What follows belongs to an exercise in optimizing a design on an open flow for a short achievable clock period and few clock cycles per item; a production flow would make more cautious choices.
No functional check of the RTL was part of this run.
Power is estimated from default activity; no workload was simulated.

--- flow/design.v ---
`timescale 1ns/1ps
package core_pkg;
    localparam int data_w = 32;
    localparam int rob_id_w = 4;
    typedef logic [data_w-1:0] data_t;
    typedef logic [rob_id_w-1:0] rob_id_t;
    localparam rob_id_t no_rob = '0;
    typedef struct packed {
        logic    valid;
        rob_id_t rob_id;
        data_t   value;
    } cdb_t;
endpackage
`timescale 1ns/1ps
package lsq_pkg;
    localparam int lsb_size = 8;
    localparam int lsb_idx_w = 3;
    localparam int lsb_cnt_w = 4;
    localparam int full_margin = 2;
    localparam int mem_words = 64;
    localparam int mem_addr_w = $clog2(mem_words);
    typedef logic [lsb_idx_w-1:0] lsb_idx_t;
    typedef logic [lsb_cnt_w-1:0] lsb_cnt_t;
    typedef enum logic [2:0] {
        op_lb,
        op_lh,
        op_lw,
        op_lbu,
        op_lhu,
        op_sb,
        op_sh,
        op_sw
    } mem_op_e;
    typedef struct packed {
        mem_op_e           op;
        logic [31:0]       v1;
        logic [3:0]        q1;
        logic [31:0]       v2;
        logic [3:0]        q2;
        logic [31:0]       imm;
        logic [3:0]        rob_id;
    } dispatch_t;
    typedef struct packed {
        logic              busy;
        logic              committed;
        mem_op_e           op;
        logic [31:0]       v1;
        logic [3:0]        q1;
        logic [31:0]       v2;
        logic [3:0]        q2;
        logic [31:0]       imm;
        logic [3:0]        rob_id;
    } lsb_entry_t;
    localparam int entry_w = 113;
    typedef struct packed {
        mem_op_e           op;
        logic [31:0]       addr;
        logic [31:0]       data;
        logic [3:0]        rob_id;
    } mem_req_t;
endpackage
`timescale 1ns/1ps
`timescale 1ns/1ps
`timescale 1ns/1ps
`timescale 1ns/1ps
`timescale 1ns/1ps
module lsb_top (
    input  logic               clk,
    input  logic               reset,
    input  logic               disp_valid,
    input  lsq_pkg::dispatch_t disp,
    input  core_pkg::cdb_t     rs_cdb1,
    input  core_pkg::cdb_t     rs_cdb2,
    input  logic               commit_valid,
    input  core_pkg::rob_id_t  commit_rob_id,
    input  logic               rollback,
    output logic               full,
    output core_pkg::cdb_t     ls_cdb
);
    localparam bit MERGE_IM = 1'b0;
    localparam bit RS_DIRECT = 1'b0;
    localparam int QN = 16;
    localparam int SN = 16;
    localparam int NS = 7;
    logic        rs1_v, rs2_v, cm_v, rb_q, rst_q;
    logic [3:0]  rs1_t, rs2_t, cm_t;
    logic [31:0] rs1_d, rs2_d;
    always_ff @(posedge clk) begin
        rs1_v <= rs_cdb1.valid && !reset;
        rs1_t <= rs_cdb1.rob_id;
        rs1_d <= rs_cdb1.value;
        rs2_v <= rs_cdb2.valid && !reset;
        rs2_t <= rs_cdb2.rob_id;
        rs2_d <= rs_cdb2.value;
        cm_v <= commit_valid && !reset;
        cm_t <= commit_rob_id;
        rb_q <= rollback && !reset;
        rst_q <= reset;
    end
    logic        ls_v, lsd_v, lsn_v;
    logic [3:0]  ls_t, lsd_t, lsn_t;
    logic [31:0] ls_d, lsd_d, lsn_d;
    assign ls_cdb = {ls_v, ls_t, ls_d};
    logic        f_v;
    logic [2:0]  f_op;
    logic [1:0]  f_off;
    logic [3:0]  f_t;
    logic [31:0] f_w;
    logic [31:0] f_val;
    logic [7:0]  f_b;
    logic [15:0] f_h;
    logic [NS-1:0]       src_v;
    logic [NS-1:0][3:0]  src_t;
    logic [NS-1:0][31:0] src_d;
    always_comb begin
        src_v = {rs1_v, rs2_v, lsd_v, ls_v, f_v, 1'b0, 1'b0};
        src_t = {rs1_t, rs2_t, lsd_t, ls_t, f_t, 4'd0, 4'd0};
        src_d = {rs1_d, rs2_d, lsd_d, ls_d, f_val, 32'd0, 32'd0};
        if (RS_DIRECT) begin
            src_v[1:0] = {rs_cdb1.valid, rs_cdb2.valid};
            src_t[1:0] = {rs_cdb1.rob_id, rs_cdb2.rob_id};
            src_d[1:0] = {rs_cdb1.value, rs_cdb2.value};
        end
    end
    logic [QN-1:0]       qv, qc;
    logic [QN-1:0][2:0]  qop;
    logic [QN-1:0][7:0]  qa, qi;
    logic [QN-1:0][31:0] qd;
    logic [QN-1:0][3:0]  q1, q2, qt;
    logic [QN-1:0][7:0]  wa;
    logic [QN-1:0][31:0] wd;
    logic [QN-1:0][3:0]  w1, w2;
    logic [QN-1:0]       wc, wr_rdy, qr;
    logic [QN-1:0][NS-1:0] h1, h2;
    always_comb begin
        for (int i = 0; i < QN; i++) begin
            h1[i] = '0;
            h2[i] = '0;
            for (int s = 0; s < NS; s++) begin
                h1[i][s] = src_v[s] && src_t[s] == q1[i];
                h2[i][s] = src_v[s] && src_t[s] == q2[i];
            end
            if (q1[i] == 4'd0) h1[i] = '0;
            if (q2[i] == 4'd0) h2[i] = '0;
            wa[i] = (|h1[i]) ? 8'd0 : qa[i];
            wd[i] = (|h2[i]) ? 32'd0 : qd[i];
            for (int s = 0; s < NS; s++) begin
                wa[i] = wa[i] | (h1[i][s] ? src_d[s][7:0] : 8'd0);
                wd[i] = wd[i] | (h2[i][s] ? src_d[s] : 32'd0);
            end
            w1[i] = (|h1[i]) ? 4'd0 : q1[i];
            w2[i] = (|h2[i]) ? 4'd0 : q2[i];
            wr_rdy[i] = w1[i] == 4'd0 && w2[i] == 4'd0;
            wc[i] = qc[i] || (cm_v && cm_t == qt[i]);
        end
    end
    logic issue, undo_busy;
    assign issue = qv[0] && qr[0] && !rb_q && !undo_busy;
    logic [QN-1:0] sv, wr, qv_n;
    always_comb begin
        for (int i = 0; i < QN; i++) begin
            if (issue) begin
                sv[i] = (i < QN - 1) ? qv[(i+1)%QN] : 1'b0;
                wr[i] = !sv[i] && ((i == 0) || qv[i]);
            end else begin
                sv[i] = qv[i];
                wr[i] = !sv[i] && ((i == 0) || qv[(i+QN-1)%QN]);
            end
        end
        qv_n = sv | (wr & {QN{disp_valid}});
    end
    always_ff @(posedge clk) begin
        if (reset) begin
            qv <= '0;
        end else if (rb_q) begin
            qv <= qv & qc;
        end else begin
            qv <= qv_n;
        end
        for (int i = 0; i < QN; i++) begin
            if (wr[i]) begin
                qop[i] <= disp.op;
                qa[i] <= disp.v1[7:0];
                qi[i] <= disp.imm[7:0];
                qd[i] <= disp.v2;
                q1[i] <= disp.q1;
                q2[i] <= disp.q2;
                qt[i] <= disp.rob_id;
                qc[i] <= 1'b0;
                qr[i] <= disp.q1 == 4'd0 && disp.q2 == 4'd0;
            end else if (issue && i < QN - 1) begin
                qop[i] <= qop[(i+1)%QN];
                qa[i] <= wa[(i+1)%QN];
                qi[i] <= qi[(i+1)%QN];
                qd[i] <= wd[(i+1)%QN];
                q1[i] <= w1[(i+1)%QN];
                q2[i] <= w2[(i+1)%QN];
                qt[i] <= qt[(i+1)%QN];
                qc[i] <= wc[(i+1)%QN];
                qr[i] <= wr_rdy[(i+1)%QN];
            end else begin
                qa[i] <= wa[i];
                qd[i] <= wd[i];
                q1[i] <= w1[i];
                q2[i] <= w2[i];
                qc[i] <= wc[i];
                qr[i] <= wr_rdy[i];
            end
        end
    end
    logic full_r;
    always_ff @(posedge clk) begin
        full_r <= !reset && qv_n[QN-1];
    end
    assign full = full_r;
    logic       m_v, m_c;
    logic [2:0] m_op;
    logic [7:0] m_a;
    logic [31:0] m_d;
    logic [3:0] m_t;
    if (MERGE_IM) begin : g_merged
        assign m_v = issue;
        assign m_op = qop[0];
        assign m_a = qa[0] + qi[0];
        assign m_d = qd[0];
        assign m_t = qt[0];
        assign m_c = qc[0];
    end else begin : g_staged
        logic       r_v, r_c;
        logic [2:0] r_op;
        logic [7:0] r_a;
        logic [31:0] r_d;
        logic [3:0] r_t;
        always_ff @(posedge clk) begin
            r_v <= !reset && issue;
            r_op <= qop[0];
            r_a <= qa[0] + qi[0];
            r_d <= qd[0];
            r_t <= qt[0];
            r_c <= wc[0];
        end
        assign m_v = r_v;
        assign m_op = r_op;
        assign m_a = r_a;
        assign m_d = r_d;
        assign m_t = r_t;
        assign m_c = r_c;
    end
    logic m_load, m_store, m_ce, m_ok;
    assign m_load = m_op <= lsq_pkg::op_lhu;
    assign m_store = !m_load;
    assign m_ce = m_c || (cm_v && cm_t == m_t);
    assign m_ok = m_v && (!rb_q || (m_store && m_ce));
    logic [31:0] m_wd;
    logic [3:0]  m_wm;
    always_comb begin
        case (m_op)
            lsq_pkg::op_sb: begin
                m_wd = {4{m_d[7:0]}};
                m_wm = 4'b0001 << m_a[1:0];
            end
            lsq_pkg::op_sh: begin
                m_wd = {2{m_d[15:0]}};
                m_wm = m_a[1] ? 4'b1100 : 4'b0011;
            end
            default: begin
                m_wd = m_d;
                m_wm = 4'b1111;
            end
        endcase
    end
    logic [SN-1:0]       sqv, sq_c, sq_k;
    logic [SN-1:0][5:0]  sq_w;
    logic [SN-1:0][31:0] sq_o;
    logic [SN-1:0][3:0]  sq_m, sq_t;
    logic [3:0]          sh, st, stm1;
    assign stm1 = st - 4'd1;
    logic h_v, h_rep;
    logic [3:0] h_t;
    assign h_v = sqv[sh] && !sq_k[sh];
    assign h_t = sq_t[sh];
    assign h_rep = h_v && (sq_c[sh] || (cm_v && cm_t == h_t));
    logic        u_go;
    logic        uq_we;
    logic [5:0]  uq_w;
    logic [31:0] uq_d;
    logic [3:0]  uq_m;
    assign u_go = sqv[stm1] && sq_k[stm1];
    assign undo_busy = u_go || uq_we;
    always_ff @(posedge clk) begin
        uq_we <= !reset && u_go;
        uq_w <= sq_w[stm1];
        uq_d <= sq_o[stm1];
        uq_m <= sq_m[stm1];
    end
    assign f_b = f_w[8*f_off +: 8];
    assign f_h = f_off[1] ? f_w[31:16] : f_w[15:0];
    always_comb begin
        case (f_op)
            lsq_pkg::op_lb: f_val = {{24{f_b[7]}}, f_b};
            lsq_pkg::op_lh: f_val = {{16{f_h[15]}}, f_h};
            lsq_pkg::op_lbu: f_val = {24'b0, f_b};
            lsq_pkg::op_lhu: f_val = {16'b0, f_h};
            default: f_val = f_w;
        endcase
    end
    logic rep_st;
    assign rep_st = !f_v && h_rep;
    always_comb begin
        lsn_v = f_v || h_rep;
        lsn_t = f_v ? f_t : h_t;
        lsn_d = f_v ? f_val : 32'd0;
    end
    always_ff @(posedge clk) begin
        ls_v <= !reset && lsn_v;
        ls_t <= lsn_t;
        ls_d <= lsn_d;
        lsd_v <= !reset && ls_v;
        lsd_t <= ls_t;
        lsd_d <= ls_d;
    end
    logic [63:0][31:0] mem;
    logic [31:0]       m_rd;
    logic              s_we;
    assign m_rd = mem[m_a[7:2]];
    assign s_we = m_ok && m_store;
    always_ff @(posedge clk) begin
        for (int w = 0; w < 64; w++) begin
            for (int b = 0; b < 4; b++) begin
                if (rst_q) begin
                    mem[w][8*b +: 8] <= 8'd0;
                end else if (uq_we) begin
                    if (uq_w == 6'(w) && uq_m[b]) begin
                        mem[w][8*b +: 8] <= uq_d[8*b +: 8];
                    end
                end else if (s_we && m_a[7:2] == 6'(w) && m_wm[b]) begin
                    mem[w][8*b +: 8] <= m_wd[8*b +: 8];
                end
            end
        end
    end
    always_ff @(posedge clk) begin
        f_v <= !reset && m_ok && m_load;
        f_op <= m_op;
        f_off <= m_a[1:0];
        f_t <= m_t;
        f_w <= m_rd;
    end
    always_ff @(posedge clk) begin
        if (reset) begin
            sqv <= '0;
            sh <= '0;
            st <= '0;
        end else begin
            for (int j = 0; j < SN; j++) begin
                if (cm_v && sqv[j] && !sq_k[j] && sq_t[j] == cm_t) begin
                    sq_c[j] <= 1'b1;
                end
                if (rb_q && sqv[j] && !sq_c[j]) begin
                    sq_k[j] <= 1'b1;
                end
            end
            if (rep_st) begin
                sqv[sh] <= 1'b0;
                sh <= sh + 4'd1;
            end
            if (u_go) begin
                sqv[stm1] <= 1'b0;
                st <= stm1;
            end else if (s_we) begin
                sqv[st] <= 1'b1;
                sq_c[st] <= m_ce;
                sq_k[st] <= 1'b0;
                sq_w[st] <= m_a[7:2];
                sq_o[st] <= m_rd;
                sq_m[st] <= m_wm;
                sq_t[st] <= m_t;
                st <= st + 4'd1;
            end
        end
    end
endmodule
--- flow/flow/run.sh ---
#!/bin/bash
set -euo pipefail
bash standard.sh SETUP_SLACK_MARGIN=6.4 finish > standard.log 2>&1
--- flow/standard.sh ---
#!/bin/bash
# synth_recipe.tcl (not shown) runs the flow's synth.tcl, then flattens the netlist and writes it again
# the make line also repeats each setting of config.mk as NAME=value (left out here)
make -C /OpenROAD-flow-scripts/flow DESIGN_CONFIG=/design/flow/config.mk WORK_HOME=/design/flow/orfs CLKGATE_MAP_FILE= SYNTH_SCRIPT=/design/flow/synth_recipe.tcl "${@:-finish}"
--- flow/config.mk ---
export PLATFORM = sky130hd
export DESIGN_NAME = lsb_top
export DESIGN_NICKNAME = lsb_top
export VERILOG_FILES = /design/flow/design.v
export SDC_FILE = /design/flow/constraint.sdc
export NUM_CORES = 4
export LEC_CHECK = 0
export ABC_CLOCK_PERIOD_IN_PS = 3000
export CAP_MARGIN = 20
export CORE_MARGIN = 2
export CORE_UTILIZATION = 35
export SLEW_MARGIN = 20
--- flow/constraint.sdc ---
create_clock -name core_clock -period 10.0 [get_ports {clk}]
set_input_delay 2.0000 -clock core_clock [delete_from_list [all_inputs] [get_ports {clk}]]
set_output_delay 2.0000 -clock core_clock [all_outputs]
set_load 0.01 [all_outputs]
==> metrics.csv <==
metric;value;unit
status;aborted with a tool error;
stop_stage;global routing (5_1_grt);
tool.error;[ERROR GRT-0232] Routing congestion too high. Check the congestion heatmap in the GUI.;
rows;295;
holdBufCountCts;0;
numPortBuffers;183;
die_w;809;um
ys.flop_type;dfxtp_1;
syn_avg_cell_area;10.8;um^2
num_io_pins;232;
synthTopCellsByArea;dfxtp_1, edfxtp_1, mux2i_1, mux4_2, nand2b_1;
synthArstFlopShare;0;%
synthTopCellsByCount;dfxtp_1, mux2i_1, nand2b_1;
clock_sinks;4171;
gr-usage-all-layers;33.0;%
yosysWarnings;1;
synth-seq-cells;4171;
die_h;809;um
ctsHtreeMaxLevel;5;
gp_congestion;1.04;
syn_inst;21100;
grt_max_degree;309;
overflow;5;
numCtsBuffers;440;
clockBufferDepth;4;
start_util;35.2;%
synth_top_area_share;27.9;%
yosys.area.top_type;dfxtp_1;
cts_root_buf;clkbuf_16;
hpwl;607000;um
synth_nets;21300;
synth_edf_count;1008;
seq_area_frac_synth;41.2;%
ys_types;102;
post-place-cells;28100;
yosysMostFrequentCell;dfxtp_1;
synthesis.area;227000;um^2
## metrics by stage
step           instance area (um^2)  setup slack [ns]
3_3_place_gp                 236000              3.39
4_1_cts                      272000              6.08
2_1_floorplan                227000            -10.84
3_5_place_dp                 236000              3.44
## per-layer routing
layer	GRT usage [%]	overflow
met2	43.6	0
met5	13.0	3
met3	19.0	2
met4	24.2	0
met1	38.1	0
## cells by family after synthesis
logic type               after synthesis  synth area share (%)
multiplexers                        3967                  23.0
AND/OR/NAND/NOR                     5378                  13.1
AO/OA/AOI/OAI                       4232                  14.9
buffers and inverters               2565                  4.62
adder cells (fa/ha/maj)               30                 0.172
flip-flops                          4171                  41.2
XOR/XNOR                             763                  2.95
## timing repair
action | 4_1_cts
setup endpoints to repair | 4912
resized for setup | 1901
gates cloned | 262
setup buffers | 573
pin swaps | 333
## power groups by stage
stage	Clock [mW]	Sequential (mW)	Combinational [mW]
CTS	17.7	20.8	13.8
global placement	0	21.1	11.5
floorplan	0	19.8	9.00
detailed placement	0	21.2	11.6
## worst min path at each step
stage           start                to  slack (ns)
3_5_place_dp   qop[2]  g_staged.r_op[2]        0.34
4_1_cts        qop[2]  g_staged.r_op[2]        0.35
3_3_place_gp   qop[2]  g_staged.r_op[2]        0.33
2_1_floorplan  qop[0]  g_staged.r_op[0]        0.32
